What follows belongs to an exercise in optimizing a design on an open flow for small area; a production flow would make more cautious choices. Power and IR drop assume default switching activity.

==> flow/design.v (excerpt) <==
module param_bus_datapath #(
  parameter  int DATA_W   = 32,
  parameter  int NREG     = 16,
  parameter  int ADDR_W   = 9,
  parameter  int MAX_WAIT = 15,
  localparam int SRC_W    = param_bus_datapath_pkg::src_w(NREG)
) (
  input  logic                clk,
  input  logic                clr,
  input  logic [SRC_W-1:0]    bus_src,
  input  logic [NREG-1:0]     reg_in,
  input  logic                hi_in,
  input  logic                lo_in,
  input  logic                pc_in,
  input  logic                ir_in,
  input  logic                y_in,
  input  logic                z_in,
  input  logic                mar_in,
  input  logic                mdr_in,
  input  logic                con_in,
  input  logic                out_in,
  input  logic                ba_mode,
  input  logic [DATA_W-1:0]   ext_bus,
  output logic [DATA_W-1:0]   alu_a,
  output logic [DATA_W-1:0]   alu_b,
  input  logic [2*DATA_W-1:0] alu_res,
  input  logic                mem_rd,
  input  logic                mem_wr,
  output logic                mem_req,
  output logic                mem_we,
  output logic [ADDR_W-1:0]   mem_addr,
  output logic [DATA_W-1:0]   mem_wdata,
  input  logic [DATA_W-1:0]   mem_rdata,
  input  logic                mem_ack,
  output logic                mem_busy,
  output logic                mem_done,
  output logic                mem_err,
  input  logic [DATA_W-1:0]   in_data,
  input  logic                in_strobe,
  output logic [DATA_W-1:0]   out_port,
  output logic [DATA_W-1:0]   ir_out,
  output logic                con_out
);
clock: 5.0 ns
lec_check: 0
cap_margin: 20
core_margin: 2
core_utilization: 60
setup_slack_margin: 0.1
slew_margin: 20
synth_hierarchical: 1
standard.sh (not shown) runs the stock make flow with config.mk's settings and CLKGATE_MAP_FILE= SYNTH_SCRIPT=/design/flow/synth_recipe.tcl, a recipe that flattens the netlist after the stock synthesis.
==> flow/flow/run.sh <==
#!/bin/bash
# Own layout flow: the standard ORFS flow, with
#  - port buffers made from the smallest plain buffer instead of delay cells,
#  - clock tree built without dummy balancing loads, from mid-size buffers.
# Each ORFS step writes its full log under orfs/logs/; make's own output
# goes to flow_make.log here.
set -euo pipefail
bash standard.sh \
  BUFFER_PORTS_ARGS="-buffer_cell sky130_fd_sc_hd__buf_1" \
  CTS_ARGS="-sink_clustering_enable -repair_clock_nets -dont_use_dummy_load -buf_list sky130_fd_sc_hd__clkbuf_8 -sink_clustering_size 18 -sink_clustering_max_diameter 60" \
  finish > flow_make.log 2>&1
Next try:
--- a/flow/design.v
+++ b/flow/design.v
@@ -38,38 +38,22 @@
   output logic mem_err,
   output logic mem_idle,
   output logic rd_active
 );
   localparam int CNT_W = (MAX_WAIT < 2) ? 1 : $clog2(MAX_WAIT);
   localparam logic [CNT_W-1:0] CNT_LAST = CNT_W'(MAX_WAIT - 1);
   logic             busy_q, wr_q, done_q, err_q;
   logic [CNT_W-1:0] cnt_q;
   logic             finish, timeout;
-  assign finish = mem_ack | timeout;
-  function automatic [3:0] lfsr_after(input integer steps);
-    integer i;
-    begin
-      lfsr_after = 4'b0000;
-      for (i = 0; i < steps; i = i + 1)
-        lfsr_after = {lfsr_after[2:0], ~(lfsr_after[3] ^ lfsr_after[2])};
-    end
-  endfunction
-  if (CNT_W == 4) begin : g_lfsr
-    localparam logic [3:0] LFSR_LAST = lfsr_after(MAX_WAIT - 1);
-    assign timeout = (cnt_q == LFSR_LAST);
-    always_ff @(posedge clk) begin
-      cnt_q <= busy_q ? {cnt_q[2:0], ~(cnt_q[3] ^ cnt_q[2])} : '0;
-    end
-  end else begin : g_count
-    assign timeout = (cnt_q == CNT_LAST);
-    always_ff @(posedge clk) begin
-      cnt_q <= busy_q ? cnt_q + 1'b1 : '0;
-    end
+  assign timeout = (cnt_q == CNT_LAST);
+  assign finish  = mem_ack | timeout;
+  always_ff @(posedge clk) begin
+    cnt_q <= busy_q ? cnt_q + 1'b1 : '0;
   end
   always_ff @(posedge clk or negedge clr) begin
     if (!clr) begin
       busy_q <= 1'b0;
       wr_q   <= 1'b0;
       done_q <= 1'b0;
       err_q  <= 1'b0;
     end else begin
       if (busy_q) begin
@@ -259,19 +243,19 @@
   logic [ADDR_W-1:0] mar_d;
   logic              mar_en, mdr_en, con_d;
   assign mar_en = mar_in & mem_idle;
   assign mdr_en = rd_capture | (mdr_in & ~rd_active);
   assign con_d  = con_in ? con_cond : con_q;
   bus_hold  #(.W(DATA_W)) u_hold_ir  (.en(ir_in),  .dn(bus_n), .q(ir_q),  .y(ir_d));
   bus_hold  #(.W(DATA_W)) u_hold_y   (.en(y_in),   .dn(bus_n), .q(y_q),   .y(y_d));
   bus_hold  #(.W(DATA_W)) u_hold_out (.en(out_in), .dn(bus_n), .q(out_q), .y(out_d));
   bus_hold  #(.W(ADDR_W)) u_hold_mar (.en(mar_en), .dn(bus_n[ADDR_W-1:0]), .q(mar_q), .y(mar_d));
-  bus_mux2i #(.W(DATA_W)) u_mdr_src  (.s(rd_capture), .a1(mem_rdata), .a0(bus), .y(mdr_src_n));
+  bus_aoi22 #(.W(DATA_W)) u_mdr_src  (.s1(rd_capture), .d1(mem_rdata), .s2(~rd_capture), .d2(bus), .y(mdr_src_n));
   bus_hold  #(.W(DATA_W)) u_hold_mdr (.en(mdr_en), .dn(mdr_src_n), .q(mdr_q), .y(mdr_d));
   always_ff @(posedge clk or negedge clr) begin
     if (!clr) begin
       ir_q  <= '0;
       y_q   <= '0;
       mar_q <= '0;
       mdr_q <= '0;
       out_q <= '0;
       con_q <= 1'b0;
@@ -375,18 +359,18 @@
 endmodule
 module bus_nand4 #(
   parameter int W = 32
 ) (
   input  logic [W-1:0] a, b, c, d,
   output logic [W-1:0] y
 );
   assign y = ~(a & b & c & d);
 endmodule
-module bus_mux2i #(
+module bus_aoi22 #(
   parameter int W = 32
 ) (
-  input  logic         s,
-  input  logic [W-1:0] a1, a0,
+  input  logic         s1, s2,
+  input  logic [W-1:0] d1, d2,
   output logic [W-1:0] y
 );
-  assign y = ~(s ? a1 : a0);
+  assign y = ~(({W{s1}} & d1) | ({W{s2}} & d2));
 endmodule
What happened: Hold slack loses 0.23 ns; register-to-register slack gets worse by 0.20 ns; sequential share of layout area stays flat; worst setup slack is worse by 0.054 ns; power went up by 1.3%; clock power rises by about 2%; global-route usage shrinks by 0.57 points; clock-buffer cell count rose by 2.
No functional check of the RTL was part of any run of this note.

==> re-timing with driven ports <==
No port has a modelled driver above. Below, the same layouts with a new extraction and two added sets of constraints. Step 1 (the two cells are an assumption about what drives the block):
set clk [get_ports {clk}]
set_driving_cell -lib_cell sky130_fd_sc_hd__clkbuf_16 $clk
set_driving_cell -lib_cell sky130_fd_sc_hd__buf_2 [delete_from_list [all_inputs] $clk]
Step 2, shift: input delay + t, output delay - t, t = (earliest + latest rising clock arrival at the registers) / 2. This alone moves slack from input paths to output paths. a / b / c = no drivers / after step 1 / after step 2; a / b = the first two.
| run | shift t [ns] | setup WS [ns] | worst slew at a driven data input, ns |
|---|---|---|---|
| the first run | 0.754 | 0.303 / 0.280 / -0.196 | 0.11 |
| the second run | 0.754 | 0.249 / 0.204 / -0.228 | 0.11 |
Met with ideal ports but missed after step 2: setup timing in the first run and the second run. For the first run, which loses most, drivers alone change the setup slack by -0.023 ns; drivers and shift together by -0.499 ns.
